Context: an optimization exercise on an open-source flow, tuned for small area. The choices shown serve that exercise and are no tape-out recipe. Where RTL was checked, it was by simulation tests only, not by an equivalence proof against the original. Power figures rest on the tool's default switching activity, not on a simulated workload.

==> inputs of v18 <==
Design lx_bus_interface, start of the top module:
module lx_bus_interface
(
  input  logic                  clock,
  input  logic                  reset,
  input  logic                  req_ready,
  input  lx_bus_pkg::msg_t                  bus_msg_in,
  input  logic [lx_bus_pkg::ADDR_WIDTH-1:0] bus_address_in,
  input  lx_bus_pkg::beat_t                 bus_data_in,
  output lx_bus_pkg::msg_t                  bus_msg_out,
  output logic [lx_bus_pkg::ADDR_WIDTH-1:0] bus_address_out,
  output lx_bus_pkg::beat_t                 bus_data_out,
  input  lx_bus_pkg::msg_t                  cache_msg_in,
  input  lx_bus_pkg::line_t                 cache_data_in,
  output lx_bus_pkg::msg_t                  cache_msg_out,
  output logic [lx_bus_pkg::ADDR_WIDTH-1:0] cache_address_out,
  output lx_bus_pkg::line_t                 cache_data_out
);
  logic idle, rl, crd, crf, sb, wc1, wcr, r0, r1, wl, cwr, wcw;
  logic rfo;      
  logic resp_s;   
  logic [3:0] bmsg, cmsg;
  logic read_request, write_request, accept_rd, accept_wr;
  logic read_done, write_done, bus_idle;
  assign bmsg = bus_msg_in;
  assign cmsg = cache_msg_in;
  assign read_request  = (bmsg == 4'd1) || (bmsg == 4'd6);
  assign write_request = (bmsg == 4'd2);
  assign accept_rd     = idle && req_ready && read_request;
  assign accept_wr     = idle && req_ready && write_request;
  assign read_done     = (cmsg == 4'd10) || (cmsg == 4'd11);
  assign write_done    = (cmsg == 4'd10);
  assign bus_idle      = (bmsg == 4'd0);
  always_ff @(posedge clock) begin
    if (reset) begin
      idle <= 1'b1;
      rl   <= 1'b0;
      crd  <= 1'b0;
      crf  <= 1'b0;
      sb   <= 1'b0;
      wc1  <= 1'b0;
      wcr  <= 1'b0;
      r0   <= 1'b0;
      r1   <= 1'b0;
      wl   <= 1'b0;
      cwr  <= 1'b0;
      wcw  <= 1'b0;
    end else begin
      idle <= (idle && !accept_rd && !accept_wr) || ((wc1 || wcr || wcw) && bus_idle);
      rl   <= accept_rd || (rl && !read_done);
      crd  <= rl && !read_done && !rfo;
      crf  <= rl && !read_done && rfo;
      sb   <= rl && read_done;
      wc1  <= sb;
      wcr  <= (wc1 || wcr) && !bus_idle;
      r0   <= accept_wr;
      r1   <= r0;
      wl   <= r1 || (wl && !write_done);
      cwr  <= wl && !write_done;
      wcw  <= (wl && write_done) || (wcw && !bus_idle);
    end
  end
  always_ff @(posedge clock) begin
  ...
==> module lx_bus_interface, before the edit <==
module lx_bus_interface
(
  input  logic                  clock,
  input  logic                  reset,
  input  logic                  req_ready,
  input  lx_bus_pkg::msg_t                  bus_msg_in,
  input  logic [lx_bus_pkg::ADDR_WIDTH-1:0] bus_address_in,
  input  lx_bus_pkg::beat_t                 bus_data_in,
  output lx_bus_pkg::msg_t                  bus_msg_out,
  output logic [lx_bus_pkg::ADDR_WIDTH-1:0] bus_address_out,
  output lx_bus_pkg::beat_t                 bus_data_out,
  input  lx_bus_pkg::msg_t                  cache_msg_in,
  input  lx_bus_pkg::line_t                 cache_data_in,
  output lx_bus_pkg::msg_t                  cache_msg_out,
  output logic [lx_bus_pkg::ADDR_WIDTH-1:0] cache_address_out,
  output lx_bus_pkg::line_t                 cache_data_out
);
  logic idle, rl, crd, crf, sb, wc1, wcr, r0, r1, wl, cwr, wcw;
  logic rfo;      
  logic resp_s;   
  logic [3:0] bmsg, cmsg;
  logic read_request, write_request, accept_rd, accept_wr;
  logic read_done, write_done, bus_idle;
  assign bmsg = bus_msg_in;
  assign cmsg = cache_msg_in;
  assign read_request  = (bmsg == 4'd1) || (bmsg == 4'd6);
  assign write_request = (bmsg == 4'd2);
  assign accept_rd     = idle && req_ready && read_request;
  assign accept_wr     = idle && req_ready && write_request;
  assign read_done     = (cmsg == 4'd10) || (cmsg == 4'd11);
  assign write_done    = (cmsg == 4'd10);
  assign bus_idle      = (bmsg == 4'd0);
  always_ff @(posedge clock) begin
    if (reset) begin
      idle <= 1'b1;
      rl   <= 1'b0;
      crd  <= 1'b0;
      crf  <= 1'b0;
      sb   <= 1'b0;
      wc1  <= 1'b0;
      wcr  <= 1'b0;
      r0   <= 1'b0;
      r1   <= 1'b0;
      wl   <= 1'b0;
      cwr  <= 1'b0;
      wcw  <= 1'b0;
    end else begin
      idle <= (idle && !accept_rd && !accept_wr) || ((wc1 || wcr || wcw) && bus_idle);
      rl   <= accept_rd || (rl && !read_done);
      crd  <= rl && !read_done && !rfo;
      crf  <= rl && !read_done && rfo;
      sb   <= rl && read_done;
      wc1  <= sb;
      wcr  <= (wc1 || wcr) && !bus_idle;
      r0   <= accept_wr;
      r1   <= r0;
      wl   <= r1 || (wl && !write_done);
      cwr  <= wl && !write_done;
      wcw  <= (wl && write_done) || (wcw && !bus_idle);
    end
  end
  always_ff @(posedge clock) begin
    if (idle) rfo <= (bmsg == 4'd6);
    if (rl)   resp_s <= cmsg[0];
  end
  logic [31:0] addr_n, addr;
  assign addr = ~addr_n;
  always_ff @(posedge clock) begin
    addr_n <= ~((bus_address_in & {32{idle}}) | (addr & {32{!idle}}));
  end
  logic [63:0] lo_n, hi_n, lo, hi;
  logic [63:0] cin_lo, cin_hi;
  assign lo = ~lo_n;
  assign hi = ~hi_n;
  assign cin_lo = cache_data_in[63:0];
  assign cin_hi = cache_data_in[127:64];
  logic ld_lo, ld_hi;
  assign ld_lo = rl || r0;
  assign ld_hi = rl || r1;
  always_ff @(posedge clock) begin
    lo_n <= ~((lo | {64{ld_lo}}) & (cin_lo | {64{!rl}}) & (bus_data_in | {64{!r0}}));
    hi_n <= ~((hi | {64{ld_hi}}) & (cin_hi | {64{!rl}}) & (bus_data_in | {64{!r1}}));
  end
  logic bshow, cshow;
  assign bshow = sb || wc1 || wcw;
  assign cshow = crd || crf || cwr;
  assign bus_msg_out       = lx_bus_pkg::msg_t'({bshow, 1'b0, bshow, (sb || wc1) && resp_s});
  assign bus_address_out   = addr & {32{bshow}};
  assign bus_data_out      = (lo & {64{sb}}) | (hi & {64{wc1}});
  assign cache_msg_out     = lx_bus_pkg::msg_t'({1'b0, crf, crf || cwr, crd});
  assign cache_address_out = {addr[31:2] & {30{cshow}}, 2'b00};
  assign cache_data_out    = {hi & {64{cwr}}, lo & {64{cwr}}};
endmodule
Settings: LEC_CHECK=0, ABC_AREA=1, CAP_MARGIN=0, CORE_AREA=5 5 175 175, CTS_BUF_LIST=sky130_fd_sc_hd__clkbuf_8, DIE_AREA=0 0 180 180, SLEW_MARGIN=0; clock period 4.0 ns.
standard.sh (not shown) runs the stock make flow with config.mk's settings and CLKGATE_MAP_FILE= SYNTH_SCRIPT=/design/flow/synth_recipe.tcl, a recipe that flattens the netlist after the stock synthesis.
==> flow/flow/run.sh <==
#!/bin/bash
# Standard ORFS layout, except that the port buffers that buffer_ports inserts
# are the smallest buffer (buf_1) instead of the tool's default choice.
set -euo pipefail
export BUFFER_PORTS_ARGS="-buffer_cell sky130_fd_sc_hd__buf_1"
bash standard.sh > standard_flow.log 2>&1
==> inputs of v8, as changes to v18 <==
--- a/flow/design.v
+++ b/flow/design.v
@@ -48,9 +48,10 @@
   output logic [lx_bus_pkg::ADDR_WIDTH-1:0] cache_address_out,
   output lx_bus_pkg::line_t                 cache_data_out
 );
-  logic idle, rl, crd, crf, sb, wc1, wcr, r0, r1, wl, cwr, wcw;
+  logic idle, aw, rl, crd, crf, sb, wc1, r0, r1, wl, cwr, wcw;
+  logic wcr;
   logic rfo;      
-  logic resp_s;   
+  logic bm0;      
   logic [3:0] bmsg, cmsg;
   logic read_request, write_request, accept_rd, accept_wr;
   logic read_done, write_done, bus_idle;
@@ -63,43 +64,45 @@
   assign read_done     = (cmsg == 4'd10) || (cmsg == 4'd11);
   assign write_done    = (cmsg == 4'd10);
   assign bus_idle      = (bmsg == 4'd0);
+  assign wcr           = aw && !idle;
   always_ff @(posedge clock) begin
     if (reset) begin
       idle <= 1'b1;
+      aw   <= 1'b1;
       rl   <= 1'b0;
       crd  <= 1'b0;
       crf  <= 1'b0;
       sb   <= 1'b0;
       wc1  <= 1'b0;
-      wcr  <= 1'b0;
       r0   <= 1'b0;
       r1   <= 1'b0;
       wl   <= 1'b0;
       cwr  <= 1'b0;
       wcw  <= 1'b0;
+      bm0  <= 1'b0;
     end else begin
       idle <= (idle && !accept_rd && !accept_wr) || ((wc1 || wcr || wcw) && bus_idle);
+      aw   <= (idle && !accept_rd && !accept_wr) || wc1 || wcr || (wcw && bus_idle);
       rl   <= accept_rd || (rl && !read_done);
       crd  <= rl && !read_done && !rfo;
       crf  <= rl && !read_done && rfo;
       sb   <= rl && read_done;
       wc1  <= sb;
-      wcr  <= (wc1 || wcr) && !bus_idle;
       r0   <= accept_wr;
       r1   <= r0;
       wl   <= r1 || (wl && !write_done);
       cwr  <= wl && !write_done;
       wcw  <= (wl && write_done) || (wcw && !bus_idle);
+      bm0  <= (rl && read_done && cmsg[0]) || (sb && bm0);
     end
   end
   always_ff @(posedge clock) begin
     if (idle) rfo <= (bmsg == 4'd6);
-    if (rl)   resp_s <= cmsg[0];
   end
   logic [31:0] addr_n, addr;
   assign addr = ~addr_n;
   always_ff @(posedge clock) begin
-    addr_n <= ~((bus_address_in & {32{idle}}) | (addr & {32{!idle}}));
+    addr_n <= ~((bus_address_in & {32{aw}}) | (addr & {32{!idle}}));
   end
   logic [63:0] lo_n, hi_n, lo, hi;
   logic [63:0] cin_lo, cin_hi;
@@ -117,7 +120,7 @@
   logic bshow, cshow;
   assign bshow = sb || wc1 || wcw;
   assign cshow = crd || crf || cwr;
-  assign bus_msg_out       = lx_bus_pkg::msg_t'({bshow, 1'b0, bshow, (sb || wc1) && resp_s});
+  assign bus_msg_out       = lx_bus_pkg::msg_t'({bshow, 1'b0, bshow, bm0});
   assign bus_address_out   = addr & {32{bshow}};
   assign bus_data_out      = (lo & {64{sb}}) | (hi & {64{wc1}});
   assign cache_msg_out     = lx_bus_pkg::msg_t'({1'b0, crf, crf || cwr, crd});
==> flow/flow/run.sh (replaced) <==
#!/bin/bash
# Standard ORFS layout with two changes that only affect how the layout is
# built: the port buffers are the smallest buffer (buf_1) instead of the
# tool's default choice, and clock tree synthesis uses clkbuf_8 buffers and
# inserts no dummy loads.
set -euo pipefail
export BUFFER_PORTS_ARGS="-buffer_cell sky130_fd_sc_hd__buf_1"
export GPL_TIMING_DRIVEN=0
export REMOVE_ABC_BUFFERS=1
export CTS_ARGS="-sink_clustering_enable -repair_clock_nets -dont_use_dummy_load -buf_list sky130_fd_sc_hd__clkbuf_8"
bash standard.sh > standard_flow.log 2>&1
- CAP_MARGIN: 0 -> 20
- CTS_BUF_LIST: sky130_fd_sc_hd__clkbuf_8 -> unset
- PLACE_DENSITY: unset -> 0.85
- SLEW_MARGIN: 0 -> 20
==> inputs of v14, as changes to v18 <==
==> flow/run.sh (new file) <==
#!/bin/bash
# synth_recipe.tcl (not shown) runs the flow's synth.tcl, then flattens the netlist and writes it again
# the make line also repeats each setting of config.mk as NAME=value (left out here)
make -C /OpenROAD-flow-scripts/flow DESIGN_CONFIG=/design/flow/config.mk WORK_HOME=/design/flow/orfs CLKGATE_MAP_FILE= SYNTH_SCRIPT=/design/flow/synth_recipe.tcl finish
- CAP_MARGIN: 0 -> 20
- CTS_BUF_LIST: sky130_fd_sc_hd__clkbuf_8 -> unset
- SLEW_MARGIN: 0 -> 20
removed: flow/flow/run.sh
removed: flow/standard.sh
==> qor summary <==
|  | v18 | v14 | v8 |
|---|---|---|---|
| Status | timing/DRC/antenna clean | timing/DRC/antenna clean | timing/DRC/antenna clean |
| Wire length of the first global-routing pass | 49100 um | 55400 um | 46700 um |
| Area Growth Syn to Fin | 33.7% | 79.2% | 33.1% |
| Area taken by flip-flops and latches | 3820 um^2 | 3820 um^2 | 3500 um^2 |
| Cell chosen for the clock root | clkbuf_8 | clkbuf_16 | clkbuf_8 |
| Compound-Gate Fraction of Synth Area | 20.9% | 20.9% | 23.4% |
| Most common library cell in the layout ignoring fill and taps | buf_1 | clkdlybuf4s50_1 | buf_1 |
| Layout clock area frac | 4.13% | 4.51% | 2.43% |
| Dpl ws | 1.35 ns | 1.28 ns | 1.79 ns |
| Power attributed to combinational cells | 0.000754 W | 0.000923 W | 0.000800 W |
| Hold path startpoint | rfo | rfo | bm0 |
| Clock transition time at the flip-flop clock pins of the worst setup and hold paths | 0.11 ns | 0.07 ns | 0.08 ns |
| Share of the final layout cell area in multi-input gates | 29.8% | 22.3% | 33.6% |
| EDFF count, synth | 34 | 34 | 1 |
| Area after detailed placement | 9390 um^2 | 12500 um^2 | 9400 um^2 |
Only the layout flow was run in v18 and v14; the RTL was not checked for function there.

port drivers added, routing unchanged:
How much do the figures lean on ideal ports? The routed layouts below were timed once more, with nothing changed but the port constraints. Step 1 assumes that a clkbuf_16 drives the clock port and a buf_2 every other input. Step 2 moves the port delays by t, midway between the first and last clock arrival at a register: inputs arrive t later, outputs are due t later. That takes back most of the time a late clock gives input paths. a / b / c = no drivers / after step 1 / after step 2; a / b = the first two.
run	t (ns)	setup slack, ns	worst setup path at the end	worst register clock-pin slew, ns	cell pins on the clock port's net
v18	0.490	0.871 / 0.824 / 1.314	register to output	0.12 / 0.12	1
v8	0.456	1.313 / 1.281 / 1.736	register to output	0.11 / 0.11	1
v14	0.473	0.836 / 0.784 / 1.257	register to output	0.08 / 0.08	1
After both steps setup and hold are still met in every run listed.
